Context: an optimization exercise on an open-source flow, tuned for small area. The choices shown serve that exercise and are no tape-out recipe.
At most, simulation tests tie the RTL to the original design; equivalence was not proved.
No activity file was given, so power comes from the tool's default toggle rates.

== the baseline ==
==> flow/design.v (excerpt) <==
module debug_io_top #(
    parameter int FAST_CLK_BIT  = 2,
    parameter int SLOW_CLK_BIT  = 20,
    parameter int SCAN_DIV_BITS = 10,
    parameter int DEBOUNCE_LEN  = 8
) (
    input  logic                           clk,
    input  logic                           rst,
    input  logic [15:0]                    switch,
    input  logic [io_pkg::NUM_BUTTONS-1:0] btn,
    input  logic                           cosim_valid,
    input  logic [657:0]                   cosim_core_info,
    input  logic [63:0]                    cosim_mem_info,
    output logic                           clk_core,
    output logic [7:0]                     cs,
    output logic [7:0]                     an
);
Size: ~750 flip-flops, about 760 I/O pins.
make LEC_CHECK=0 CAP_MARGIN=20 CORE_MARGIN=2 CORE_UTILIZATION=40 SLEW_MARGIN=20 finish   # period 15.0 ns
run.sh (not shown) runs the stock make flow with config.mk's settings and CLKGATE_MAP_FILE= SYNTH_SCRIPT=/design/flow/synth_recipe.tcl, a recipe that flattens the netlist after the stock synthesis.
### the baseline -> the candidate
Settings: putting CTS_BUF_LIST at sky130_fd_sc_hd__clkbuf_8 where nothing was set; putting CTS_CLUSTER_SIZE at 30 where nothing was set; putting BUFFER_PORTS_ARGS at -buffer_cell sky130_fd_sc_hd__buf_1 where nothing was set; putting SYNTH_HIERARCHICAL at 1 where nothing was set.
==> flow/flow/run.sh (new file) <==
#!/bin/bash
set -euo pipefail
cd "$(dirname "$0")/.."
echo 'export BUFFER_PORTS_ARGS = -buffer_cell sky130_fd_sc_hd__buf_1' >> config.mk
bash standard.sh synth > synth.log 2>&1
bash standard.sh > layout.log 2>&1
==> flow/standard.sh (new file) <==
#!/bin/bash
# synth_recipe.tcl (not shown) runs the flow's synth.tcl, then flattens the netlist and writes it again
# the make line also repeats each setting of config.mk as NAME=value (left out here)
make -C /OpenROAD-flow-scripts/flow DESIGN_CONFIG=/design/flow/config.mk WORK_HOME=/design/flow/orfs CLKGATE_MAP_FILE= SYNTH_SCRIPT=/design/flow/synth_recipe.tcl "${@:-finish}"
removed: flow/run.sh
==> comparison <==
- The candidate vs the baseline, shortest clock period the worst path allows after layout went down by 0.54 ns.
- In the candidate relative to the baseline, maximum frequency had gone up by a few percent.
- Of the two values seen for end point of the critical path, cs[4] was produced by the baseline and cs[3] by the candidate.
- Sort the candidate and the baseline by count of buffer and inverter cells on the critical path asc -> top: the baseline
- The candidate ended up with compound AO/OA/AOI/OAI gates as its dominant combinational cell family by area after synthesis; the baseline ended up with multiplexers.
No functional check of the RTL was part of any run of this note.


debug_io_top, a different RTL version from the one above (not shown whole).
For scale: about 2,200 cells after synthesis, roughly 750 flip-flops, ~27,000 um2 of cells after synthesis.
Settings: LEC_CHECK=0, CAP_MARGIN=0, CORE_MARGIN=2, CORE_UTILIZATION=65, SLEW_MARGIN=0, SYNTH_HIERARCHICAL=1, BUFFER_PORTS_ARGS=-buffer_cell sky130_fd_sc_hd__buf_1, CTS_ARGS=-sink_clustering_enable -repair_clock_nets -sink_clustering_size 24 -sink_clustering_max_diameter 50 -buf_list sky130_fd_sc_hd__clkbuf_8 -dont_use_dummy_load; clock period 15.0 ns.
standard.sh (not shown) runs the stock make flow with config.mk's settings and CLKGATE_MAP_FILE= SYNTH_SCRIPT=/design/flow/synth_recipe.tcl, a recipe that flattens the netlist after the stock synthesis.
==> flow/flow/run.sh <==
#!/bin/bash
set -euo pipefail
cd "$(dirname "$0")/.."
cat >> config.mk <<'EOC'
export BUFFER_PORTS_ARGS = -buffer_cell sky130_fd_sc_hd__buf_1
export CTS_ARGS = -sink_clustering_enable -repair_clock_nets -sink_clustering_size 24 -sink_clustering_max_diameter 50 -buf_list sky130_fd_sc_hd__clkbuf_8 -dont_use_dummy_load
EOC
bash standard.sh synth > synth.log 2>&1
bash standard.sh > layout.log 2>&1
The first run ended with an error in I/O pin placement.
Edit:
==> flow/flow/run.sh (replaced) <==
#!/bin/bash
set -euo pipefail
cd "$(dirname "$0")/.."
cat >> config.mk <<'EOC'
export BUFFER_PORTS_ARGS = -buffer_cell sky130_fd_sc_hd__buf_1
export CTS_ARGS = -sink_clustering_enable -repair_clock_nets -sink_clustering_size 18 -sink_clustering_max_diameter 90 -buf_list sky130_fd_sc_hd__clkbuf_8 -dont_use_dummy_load
EOC
bash standard.sh synth > synth.log 2>&1
bash standard.sh > layout.log 2>&1
CAP_MARGIN = 20   (was 0)
CORE_UTILIZATION = 40   (was 65)
CTS_ARGS = -sink_clustering_enable -repair_clock_nets -sink_clustering_size 18 -sink_clustering_max_diameter 90 -buf_list sky130_fd_sc_hd__clkbuf_8 -dont_use_dummy_load   (was -sink_clustering_enable -repair_clock_nets -sink_clustering_size 24 -sink_clustering_max_diameter 50 -buf_list sky130_fd_sc_hd__clkbuf_8 -dont_use_dummy_load)
SLEW_MARGIN = 20   (was 0)
=>
- With this change the flow completed without violations
- area after synthesis is unchanged
- synthesized cell count stays the same
Edit:
==> flow/flow/run.sh (replaced) <==
#!/bin/bash
set -euo pipefail
cd "$(dirname "$0")/.."
cat >> config.mk <<'EOC'
export BUFFER_PORTS_ARGS = -buffer_cell sky130_fd_sc_hd__buf_1
export CTS_ARGS = -sink_clustering_enable -repair_clock_nets -sink_clustering_size 18 -sink_clustering_max_diameter 60 -buf_list sky130_fd_sc_hd__clkbuf_8 -dont_use_dummy_load
EOC
bash standard.sh synth > synth.log 2>&1
bash standard.sh > layout.log 2>&1
CTS_ARGS = -sink_clustering_enable -repair_clock_nets -sink_clustering_size 18 -sink_clustering_max_diameter 60 -buf_list sky130_fd_sc_hd__clkbuf_8 -dont_use_dummy_load   (was -sink_clustering_enable -repair_clock_nets -sink_clustering_size 18 -sink_clustering_max_diameter 90 -buf_list sky130_fd_sc_hd__clkbuf_8 -dont_use_dummy_load)
What happened: Setup slack gets better by 79 ps. Register-to-register slack gets worse by 40 ps. Power rises by 1.7%. Die area stays the same. Final cell count barely changes. Worst hold slack is about the same. Clock-buffer cell count rises by 10.


== wip/xenon ==
Another version of the RTL of debug_io_top (not shown whole).
Size: ~750 flip-flops, ~760 I/O pins, about 27000 um^2 of cells after synthesis.
==> flow/config.mk <==
export PLATFORM = sky130hd
export DESIGN_NAME = debug_io_top
export DESIGN_NICKNAME = debug_io_top
export VERILOG_FILES = /design/flow/design.v
export SDC_FILE = /design/flow/constraint.sdc
export NUM_CORES = 4
export LEC_CHECK = 0
export CAP_MARGIN = 0
export CORE_MARGIN = 2
export CORE_UTILIZATION = 42
export SLEW_MARGIN = 0
export SYNTH_HIERARCHICAL = 1
export BUFFER_PORTS_ARGS = -buffer_cell sky130_fd_sc_hd__buf_1
export CTS_ARGS = -sink_clustering_enable -repair_clock_nets -sink_clustering_size 18 -sink_clustering_max_diameter 90 -buf_list sky130_fd_sc_hd__clkbuf_8 -dont_use_dummy_load
==> flow/constraint.sdc <==
create_clock -name core_clock -period 15.0 [get_ports {clk}]
set_input_delay 3.0000 -clock core_clock [delete_from_list [all_inputs] [get_ports {clk}]]
set_output_delay 3.0000 -clock core_clock [all_outputs]
set_load 0.01 [all_outputs]
==> flow/flow/run.sh <==
#!/bin/bash
set -euo pipefail
cd "$(dirname "$0")/.."
cat >> config.mk <<'EOC'
export BUFFER_PORTS_ARGS = -buffer_cell sky130_fd_sc_hd__buf_1
export CTS_ARGS = -sink_clustering_enable -repair_clock_nets -sink_clustering_size 18 -sink_clustering_max_diameter 90 -buf_list sky130_fd_sc_hd__clkbuf_8 -dont_use_dummy_load
EOC
bash standard.sh synth > synth.log 2>&1
bash standard.sh > layout.log 2>&1
wip/xenon completed; timing, DRC and antenna clean
> inputs changed (wip/xenon -> wip/juniper)
# wip/xenon
export LEC_CHECK = 0
export CAP_MARGIN = 0
export CORE_MARGIN = 2
export CORE_UTILIZATION = 42
export SLEW_MARGIN = 0
export SYNTH_HIERARCHICAL = 1
export BUFFER_PORTS_ARGS = -buffer_cell sky130_fd_sc_hd__buf_1
export CTS_ARGS = -sink_clustering_enable -repair_clock_nets -sink_clustering_size 18 -sink_clustering_max_diameter 90 -buf_list sky130_fd_sc_hd__clkbuf_8 -dont_use_dummy_load
create_clock -name core_clock -period 15.0 [get_ports {clk}]
# wip/juniper
export LEC_CHECK = 0
export CAP_MARGIN = 0
export CORE_MARGIN = 2
export CORE_UTILIZATION = 40
export SLEW_MARGIN = 0
export SYNTH_HIERARCHICAL = 1
export BUFFER_PORTS_ARGS = -buffer_cell sky130_fd_sc_hd__buf_1
export CTS_ARGS = -sink_clustering_enable -repair_clock_nets -sink_clustering_size 14 -sink_clustering_max_diameter 80 -buf_list "sky130_fd_sc_hd__clkbuf_4 sky130_fd_sc_hd__clkbuf_8" -dont_use_dummy_load
create_clock -name core_clock -period 15.0 [get_ports {clk}]
==> flow/flow/run.sh <==
#!/bin/bash
set -euo pipefail
cd "$(dirname "$0")/.."
cat >> config.mk <<'EOC'
export BUFFER_PORTS_ARGS = -buffer_cell sky130_fd_sc_hd__buf_1
export CTS_ARGS = -sink_clustering_enable -repair_clock_nets -sink_clustering_size 14 -sink_clustering_max_diameter 80 -buf_list "sky130_fd_sc_hd__clkbuf_4 sky130_fd_sc_hd__clkbuf_8" -dont_use_dummy_load
EOC
bash standard.sh synth > synth.log 2>&1
bash standard.sh > layout.log 2>&1
Taking wip/xenon as the reference, in wip/juniper share of power burned in the clock network grew by 1.9 points; total chip power increased about 3%. wip/juniper vs. wip/xenon: layout buffer count excluding clock buffers about even, vertical extent of the die rose 6.3 um, area of the die rose 4.9%. Delta (wip/juniper minus wip/xenon): net switching component of the power shows an increase of 3.4%; final worst-path setup slack dropped 29 ps. The data arrival time of the critical path of wip/juniper is higher than that of wip/xenon. The period utilization in wip/juniper was higher than what wip/xenon gave. wip/juniper ends up with a combinational share of power that is 0.2 points lower than in wip/xenon.
Inputs modified between wip/juniper and wip/nickel:
# wip/juniper
export LEC_CHECK = 0
export CAP_MARGIN = 0
export CORE_MARGIN = 2
export CORE_UTILIZATION = 40
export SLEW_MARGIN = 0
export SYNTH_HIERARCHICAL = 1
export BUFFER_PORTS_ARGS = -buffer_cell sky130_fd_sc_hd__buf_1
export CTS_ARGS = -sink_clustering_enable -repair_clock_nets -sink_clustering_size 14 -sink_clustering_max_diameter 80 -buf_list "sky130_fd_sc_hd__clkbuf_4 sky130_fd_sc_hd__clkbuf_8" -dont_use_dummy_load
create_clock -name core_clock -period 15.0 [get_ports {clk}]
# wip/nickel
export LEC_CHECK = 0
export CAP_MARGIN = 0
export CORE_MARGIN = 2
export CORE_UTILIZATION = 40
export SLEW_MARGIN = 0
export SYNTH_HIERARCHICAL = 1
export BUFFER_PORTS_ARGS = -buffer_cell sky130_fd_sc_hd__buf_1
export CTS_ARGS = -sink_clustering_enable -repair_clock_nets -sink_clustering_size 10 -sink_clustering_max_diameter 60 -buf_list sky130_fd_sc_hd__clkbuf_4 -dont_use_dummy_load
create_clock -name core_clock -period 15.0 [get_ports {clk}]
==> flow/flow/run.sh <==
#!/bin/bash
set -euo pipefail
cd "$(dirname "$0")/.."
cat >> config.mk <<'EOC'
export BUFFER_PORTS_ARGS = -buffer_cell sky130_fd_sc_hd__buf_1
export CTS_ARGS = -sink_clustering_enable -repair_clock_nets -sink_clustering_size 10 -sink_clustering_max_diameter 60 -buf_list sky130_fd_sc_hd__clkbuf_4 -dont_use_dummy_load
EOC
bash standard.sh synth > synth.log 2>&1
bash standard.sh > layout.log 2>&1
Findings:
- wip/juniper has a higher wire length the detailed router placed on met1 than wip/nickel.
- Max freq wip/juniper -> wip/nickel: improved
- Reported for wip/juniper and wip/nickel, number of cells on the worst hold path turned out identical to the last digit.
- Across both runs, sequential share of layout area was higher for wip/nickel than for wip/juniper.
- Setup slack: wip/nickel better than wip/juniper
- Reported for wip/juniper and wip/nickel, simple-gate area share of the yosys netlist turned out identical to the last digit.
The inputs of wip/zinc differ from those of wip/nickel as listed below.
# wip/nickel
export LEC_CHECK = 0
export CAP_MARGIN = 0
export CORE_MARGIN = 2
export CORE_UTILIZATION = 40
export SLEW_MARGIN = 0
export SYNTH_HIERARCHICAL = 1
export BUFFER_PORTS_ARGS = -buffer_cell sky130_fd_sc_hd__buf_1
export CTS_ARGS = -sink_clustering_enable -repair_clock_nets -sink_clustering_size 10 -sink_clustering_max_diameter 60 -buf_list sky130_fd_sc_hd__clkbuf_4 -dont_use_dummy_load
create_clock -name core_clock -period 15.0 [get_ports {clk}]
# wip/zinc
export LEC_CHECK = 0
export CAP_MARGIN = 0
export CORE_MARGIN = 2
export CORE_UTILIZATION = 36
export SLEW_MARGIN = 0
export SYNTH_HIERARCHICAL = 1
export BUFFER_PORTS_ARGS = -buffer_cell sky130_fd_sc_hd__buf_1
export CTS_ARGS = -sink_clustering_enable -repair_clock_nets -sink_clustering_size 18 -sink_clustering_max_diameter 90 -buf_list sky130_fd_sc_hd__clkbuf_8 -dont_use_dummy_load
create_clock -name core_clock -period 15.0 [get_ports {clk}]
==> flow/flow/run.sh <==
#!/bin/bash
set -euo pipefail
cd "$(dirname "$0")/.."
cat >> config.mk <<'EOC'
export BUFFER_PORTS_ARGS = -buffer_cell sky130_fd_sc_hd__buf_1
export CTS_ARGS = -sink_clustering_enable -repair_clock_nets -sink_clustering_size 18 -sink_clustering_max_diameter 90 -buf_list sky130_fd_sc_hd__clkbuf_8 -dont_use_dummy_load
EOC
bash standard.sh synth > synth.log 2>&1
bash standard.sh > layout.log 2>&1
### Flow results
- Summary: worst hold slack, wip/zinc worse than wip/nickel
- wip/zinc: all stages complete, timing, DRC and antenna checks passed
- As of wip/zinc, via count of the first global-routing pass had fallen by a few percent compared to wip/nickel.
- Number of different library cells in the post-synthesis netlist came out exactly the same in wip/nickel and wip/zinc.
- Die outline area ends up higher on wip/zinc.
- Changes observed in wip/zinc relative to wip/nickel: total routed wire length on the met1 layer picked up an extra about 2%; number of vias in the routed layout down 2.5%; total power level.
Relative to wip/zinc, the following input files were edited for wip/onyx:
# wip/zinc
export LEC_CHECK = 0
export CAP_MARGIN = 0
export CORE_MARGIN = 2
export CORE_UTILIZATION = 36
export SLEW_MARGIN = 0
export SYNTH_HIERARCHICAL = 1
export BUFFER_PORTS_ARGS = -buffer_cell sky130_fd_sc_hd__buf_1
export CTS_ARGS = -sink_clustering_enable -repair_clock_nets -sink_clustering_size 18 -sink_clustering_max_diameter 90 -buf_list sky130_fd_sc_hd__clkbuf_8 -dont_use_dummy_load
create_clock -name core_clock -period 15.0 [get_ports {clk}]
# wip/onyx
export LEC_CHECK = 0
export CAP_MARGIN = 0
export CORE_MARGIN = 2
export CORE_UTILIZATION = 40
export SLEW_MARGIN = 0
export SYNTH_HIERARCHICAL = 1
export BUFFER_PORTS_ARGS = -buffer_cell sky130_fd_sc_hd__buf_1
export CTS_ARGS = -sink_clustering_enable -repair_clock_nets -sink_clustering_size 18 -sink_clustering_max_diameter 90 -buf_list sky130_fd_sc_hd__clkbuf_8 -dont_use_dummy_load
create_clock -name core_clock -period 15.0 [get_ports {clk}]
## What came out
Looking at the reports, wip/onyx completed the entire flow and the layout it produced met the timing, design-rule and antenna checks. wip/zinc | stages: all done | timing, DRC, antenna: all pass. Of wip/zinc and wip/onyx, the run reporting the lower die boundary width was wip/onyx. When wip/onyx is measured against wip/zinc, its number of vias after detailed routing turns out 231 higher. Count of plain and timing-repair buffers in the layout down 4 in wip/onyx wrt wip/zinc. Compared wip/onyx against wip/zinc; share of total power in combinational logic within noise.
> inputs changed (wip/onyx -> wip/raven)
# wip/onyx
export LEC_CHECK = 0
export CAP_MARGIN = 0
export CORE_MARGIN = 2
export CORE_UTILIZATION = 40
export SLEW_MARGIN = 0
export SYNTH_HIERARCHICAL = 1
export BUFFER_PORTS_ARGS = -buffer_cell sky130_fd_sc_hd__buf_1
export CTS_ARGS = -sink_clustering_enable -repair_clock_nets -sink_clustering_size 18 -sink_clustering_max_diameter 90 -buf_list sky130_fd_sc_hd__clkbuf_8 -dont_use_dummy_load
create_clock -name core_clock -period 15.0 [get_ports {clk}]
# wip/raven
export LEC_CHECK = 0
export CAP_MARGIN = 0
export CORE_MARGIN = 2
export CORE_UTILIZATION = 40
export GPL_ROUTABILITY_DRIVEN = 0
export GPL_TIMING_DRIVEN = 0
export SLEW_MARGIN = 0
export SYNTH_HIERARCHICAL = 1
export BUFFER_PORTS_ARGS = -buffer_cell sky130_fd_sc_hd__buf_1
export CTS_ARGS = -sink_clustering_enable -repair_clock_nets -sink_clustering_size 18 -sink_clustering_max_diameter 90 -buf_list sky130_fd_sc_hd__clkbuf_8 -dont_use_dummy_load
create_clock -name core_clock -period 15.0 [get_ports {clk}]
## What came out
| first-pass detailed-route iteration total | wip/raven vs wip/onyx | 3 lower |
Comparing area growth from synthesis to layout for wip/onyx and wip/raven, the smaller number came from wip/onyx.
wip/raven ended with less share of power burned in registers than wip/onyx.
Relative to wip/onyx, combinational power share increased by 1.2 points in wip/raven.
Diff wip/raven..wip/onyx | worst hold slack | negligible
Comparing wip/onyx against wip/raven, there is no change at all in combined area of the multi-input logic cells.
Cmp wip/raven vs wip/onyx: post-route worst setup slack lower in wip/raven
As far as port buffer count goes, wip/onyx and wip/raven are indistinguishable; the numbers are identical.
Comparing wip/onyx and wip/raven, the higher routed metal-1 wire length is on wip/raven.
| ratio of final minimum period to clock period | wip/raven vs wip/onyx | 1.4 points higher |

[what the ideal ports hide]
Ports are ideal in the flow. The routed layouts listed here were re-timed in OpenROAD.
Step 1 assumes that a clkbuf_16 drives the clock port and a buf_2 every other input.
Step 2 moves the port delays by t, midway between the first and last clock arrival at a register: inputs arrive t later, outputs are due t later. That takes back most of the time a late clock gives input paths.
Three values: ideal, step 1, step 2; two values: the first two.
run	t, ns	slack for setup (ns)	worst data-port slew with drivers (ns)	cell pins on the clock port's net
the baseline	0.693	4.530 / 4.450 / 4.450	0.18	1
the candidate	0.828	5.073 / 4.993 / 4.993	0.17	1
the second run of note 2	0.713	5.862 / 5.740 / 5.740	0.15	1
the third run of note 2	0.719	5.941 / 5.824 / 5.824	0.16	1
wip/xenon	0.722	5.537 / 5.460 / 5.460	0.14	1
wip/juniper	0.743	5.508 / 5.392 / 5.392	0.15	1
wip/nickel	0.895	5.574 / 5.457 / 5.457	0.15	1
wip/zinc	0.723	5.465 / 5.336 / 5.336	0.15	1
wip/onyx	0.722	5.631 / 5.511 / 5.511	0.15	1
wip/raven	0.739	5.428 / 5.347 / 5.347	0.15	1
After both steps setup and hold are still met in every run listed. For wip/zinc, which loses most, drivers alone change the setup slack by -0.129 ns; drivers and shift together by -0.129 ns.
